Source: an optimization exercise on an open RTL-to-GDS flow (aim: small area, a short achievable clock period and few clock cycles per item). Production flows keep margins and buffers that such runs may drop. Function was checked by simulation only, so behaviour that the tests miss may differ from the original. Power is estimated from default activity; no workload was simulated.

==> flow/design.v <==
module sp_multicycle #(
  parameter int MEM_AW = 12
) (
  input  logic                 clk,
  input  logic                 rst,
  input  logic                 in_valid,
  input  logic [31:0]          inst,
  output logic                 out_valid,
  output logic [31:0]          inst_addr,
  output logic [MEM_AW-1:0]    mem_addr,
  output logic                 mem_wen,
  output logic [31:0]          mem_wdata,
  input  logic [31:0]          mem_rdata
);
  localparam logic [5:0] OP_RTYPE = 6'd0;
  localparam logic [5:0] OP_ANDI  = 6'd1;
  localparam logic [5:0] OP_ORI   = 6'd2;
  localparam logic [5:0] OP_ADDI  = 6'd3;
  localparam logic [5:0] OP_SUBI  = 6'd4;
  localparam logic [5:0] OP_LW    = 6'd5;
  localparam logic [5:0] OP_SW    = 6'd6;
  localparam logic [5:0] OP_BEQ   = 6'd7;
  localparam logic [5:0] OP_BNE   = 6'd8;
  localparam logic [5:0] OP_LUI   = 6'd9;
  localparam logic [5:0] OP_J     = 6'd10;
  localparam logic [5:0] OP_JAL   = 6'd11;
  localparam logic [5:0] FN_AND = 6'd0;
  localparam logic [5:0] FN_OR  = 6'd1;
  localparam logic [5:0] FN_ADD = 6'd2;
  localparam logic [5:0] FN_SUB = 6'd3;
  localparam logic [5:0] FN_SLT = 6'd4;
  localparam logic [5:0] FN_SLL = 6'd5;
  localparam logic [5:0] FN_NOR = 6'd6;
  localparam logic [5:0] FN_JR  = 6'd7;
  localparam int S_ADD = 0, S_AND = 1, S_OR = 2, S_NOR = 3, S_SLT = 4,
                 S_SLL = 5, S_PASSB = 6, NSEL = 7;
  logic        exec_q, load_q;
  logic [31:0] pc_q;
  logic [31:0] rf_q [32];
  logic [31:0] rf_vld_q;           
  logic [31:0]     a_q, b_q;       
  logic            cin_q, we_q, lw_q;
  logic [NSEL-1:0] sel_q;
  logic [4:0]      shamt_q;
  logic [4:0]      waddr_q;
  logic [MEM_AW-1:0] imm_q;       
  logic [31:0]     br_q;           
  logic [3:0]      eq_q;           
  logic            beq_q, bne_q;
  logic            wen_q, ovalid_q;
  wire idle  = !exec_q && !load_q;
  wire issue = idle && in_valid;
  wire [5:0]  op    = inst[31:26];
  wire [4:0]  rs    = inst[25:21];
  wire [4:0]  rt    = inst[20:16];
  wire [4:0]  rd    = inst[15:11];
  wire [4:0]  shamt = inst[10:6];
  wire [5:0]  fn    = inst[5:0];
  wire [15:0] imm   = inst[15:0];
  wire [31:0] sel_a = (32'd1 << rs) & rf_vld_q;
  wire [31:0] sel_b = (32'd1 << rt) & rf_vld_q;
  logic [31:0] rd_a, rd_b;
  logic [1023:0] rf_flat;
  always_comb for (int i = 0; i < 32; i++) rf_flat[32*i +: 32] = rf_q[i];
  sp_multicycle_rdport u_rda (.sel(sel_a), .rf(rf_flat), .rd(rd_a));
  sp_multicycle_rdport u_rdb (.sel(sel_b), .rf(rf_flat), .rd(rd_b));
  wire [31:0] sext_imm = {{16{imm[15]}}, imm};
  wire [31:0] zext_imm = {16'h0000, imm};
  wire [31:0] pc_plus4 = pc_q + 32'd4;
  wire [31:0] br_tgt   = pc_plus4 + {sext_imm[29:0], 2'b00};
  wire [31:0] jmp_tgt  = {pc_q[31:28], inst[25:0], 2'b00};
  logic [3:0] eq;
  always_comb for (int i = 0; i < 4; i++) eq[i] = (rd_a[8*i +: 8] == rd_b[8*i +: 8]);
  wire is_r = (op == OP_RTYPE);
  logic [31:0]     npc;
  logic            inv;
  logic [31:0]     opb;
  logic            cin, we;
  logic [NSEL-1:0] sel;
  logic [4:0]      waddr;
  always_comb begin
    npc   = pc_plus4;
    inv   = 1'b0;
    opb   = sext_imm;
    cin   = 1'b0;
    we    = 1'b0;
    sel   = '0;
    waddr = rt;
    case (op)
      OP_RTYPE: begin
        waddr = rd;
        we    = 1'b1;
        opb   = rd_b;
        case (fn)
          FN_AND: sel[S_AND] = 1'b1;
          FN_OR:  sel[S_OR]  = 1'b1;
          FN_ADD: sel[S_ADD] = 1'b1;
          FN_SUB: begin sel[S_ADD] = 1'b1; inv = 1'b1; cin = 1'b1; end
          FN_SLT: begin sel[S_SLT] = 1'b1; inv = 1'b1; cin = 1'b1; end
          FN_SLL: sel[S_SLL] = 1'b1;
          FN_NOR: sel[S_NOR] = 1'b1;
          FN_JR: begin
            we  = 1'b0;
            npc = rd_a;
          end
          default: we = 1'b0;
        endcase
      end
      OP_ANDI: begin we = 1'b1; sel[S_AND] = 1'b1; opb = zext_imm; end
      OP_ORI:  begin we = 1'b1; sel[S_OR]  = 1'b1; opb = zext_imm; end
      OP_ADDI: begin we = 1'b1; sel[S_ADD] = 1'b1; end
      OP_SUBI: begin we = 1'b1; sel[S_ADD] = 1'b1; inv = 1'b1; cin = 1'b1; end
      OP_LUI:  begin we = 1'b1; sel[S_PASSB] = 1'b1; opb = {imm, 16'h0000}; end
      OP_SW:   opb = rd_b;
      OP_J:    npc = jmp_tgt;
      OP_JAL: begin
        we    = 1'b1;
        waddr = 5'd31;
        sel[S_PASSB] = 1'b1;
        opb   = pc_plus4;
        npc   = jmp_tgt;
      end
      default: ;
    endcase
  end
  wire [32:0] sum_c = {a_q, 1'b1} + {b_q, cin_q};
  wire [31:0] sum   = sum_c[32:1];
  wire        eq_all = &eq_q;
  wire        tk     = exec_q && ((beq_q && eq_all) || (bne_q && !eq_all));
  wire        slt = (a_q[31] ^ ~b_q[31]) ? a_q[31] : sum[31];
  wire [31:0] alu =
      ({32{sel_q[S_ADD]}}   & sum)
    | ({32{sel_q[S_AND]}}   & (a_q & b_q))
    | ({32{sel_q[S_OR]}}    & (a_q | b_q))
    | ({32{sel_q[S_NOR]}}   & ~(a_q | b_q))
    | ({32{sel_q[S_SLT]}}   & {31'd0, slt})
    | ({32{sel_q[S_SLL]}}   & (a_q << shamt_q))
    | ({32{sel_q[S_PASSB]}} & b_q);
  wire        rf_we    = (exec_q && we_q) || load_q;
  wire [31:0] rf_wdata = load_q ? mem_rdata : alu;
  always_ff @(posedge clk or posedge rst) begin
    if (rst) begin
      exec_q   <= 1'b0;
      load_q   <= 1'b0;
      ovalid_q <= 1'b0;
      wen_q    <= 1'b0;
      pc_q     <= 32'd0;
      rf_vld_q <= 32'd0;
    end else begin
      exec_q   <= issue;
      load_q   <= exec_q && lw_q;
      ovalid_q <= (issue && op != OP_LW) || (exec_q && lw_q);
      wen_q    <= issue && op == OP_SW;
      if (issue) pc_q <= npc;
      else if (tk) pc_q <= br_q;
      if (rf_we) rf_vld_q[waddr_q] <= 1'b1;
    end
  end
  always_ff @(posedge clk) begin
    a_q     <= rd_a;
    b_q     <= opb ^ {32{inv}};
    eq_q    <= eq;
    beq_q   <= (op == OP_BEQ);
    bne_q   <= (op == OP_BNE);
    cin_q   <= cin;
    we_q    <= we;
    lw_q    <= (op == OP_LW);
    sel_q   <= sel;
    shamt_q <= shamt;
    imm_q   <= imm[MEM_AW-1:0];
    br_q    <= br_tgt;
    if (idle) waddr_q <= waddr;
    if (rf_we) rf_q[waddr_q] <= rf_wdata;
  end
  assign out_valid = ovalid_q;
  assign inst_addr = tk ? br_q : pc_q;
  assign mem_wen   = wen_q;
  assign mem_addr  = a_q[MEM_AW-1:0] + imm_q;
  assign mem_wdata = b_q;
endmodule
module sp_multicycle_rdport (
  input  logic [31:0] sel,
  input  logic [1023:0] rf,
  output logic [31:0] rd
);
  always_comb begin
    rd = 32'd0;
    for (int i = 0; i < 32; i++) rd = rd | ({32{sel[i]}} & rf[32*i +: 32]);
  end
endmodule
export LEC_CHECK = 0
export CAP_MARGIN = 20
export CORE_MARGIN = 2
export CORE_UTILIZATION = 45
export CTS_CLUSTER_DIAMETER = 100
export CTS_CLUSTER_SIZE = 25
export PLACE_DENSITY = 0.6
export SETUP_SLACK_MARGIN = 5
export SLEW_MARGIN = 20
export SYNTH_HIERARCHICAL = 1
create_clock -name core_clock -period 10.0 [get_ports {clk}]
run.sh (not shown) runs the stock make flow with config.mk's settings and CLKGATE_MAP_FILE= SYNTH_SCRIPT=/design/flow/synth_recipe.tcl, a recipe that flattens the netlist after the stock synthesis.
Testbench counts at the start, summed over its fixed seeds: cycles 49,704, insts 24,000.
Then changed:
CTS_CLUSTER_DIAMETER = unset   (was 100)
CTS_CLUSTER_SIZE = unset   (was 25)
The changed run completed without violations.
Power is higher by 22%.
Final area is higher by about 4.3%.
Wire length is higher by about 0.64%.
Utilization is higher by 2.2 points.
Sequential share of layout area is lower by 2.3 points.
Non-clock buffer count is higher by 3.
First-iteration DRC count is higher by about 5%.
Synthesized area stays the same.
Final cell count is higher by about 2.4%.
Clock skew is about the same.
Setup slack degrades by 0.023 ns.
Then changed:
CTS_CLUSTER_DIAMETER = 50   (was unset)
CTS_CLUSTER_SIZE = 30   (was unset)
=> Sequential share of layout area grows by 0.11 points. Global-route usage shrinks by 0.15 points. Register-to-register slack loses 0.05 ns. Critical path depth stays the same.

==> re-timing with driven ports <==
The results above use ideal ports. As a check the final layouts listed here were re-extracted and re-timed, cells and wires unchanged.
Step 1, drivers: a clkbuf_16 drives clk and a buf_2 each remaining input, both assumed.
Step 2 also shifts input and output timing later by t, the mid clock arrival at the registers, as if the neighbouring blocks saw the same clock.
Three values: ideal ports, drivers, drivers and shift; two values: the first two.
run | t, ns | slack for setup (ns) | hold slack, ns
the first run | 0.805 | 4.939 / 4.851 / 4.243 | 0.453 / 0.453 / 0.453
the second run | 0.863 | 4.916 / 4.820 / 4.125 | 0.443 / 0.443 / 0.443
the third run | 0.861 | 4.918 / 4.827 / 4.117 | 0.454 / 0.454 / 0.454
After both steps every run listed still meets setup and hold. The setup slack of the third run, which loses most, moves by -0.091 ns with the drivers and by -0.801 ns with both steps.
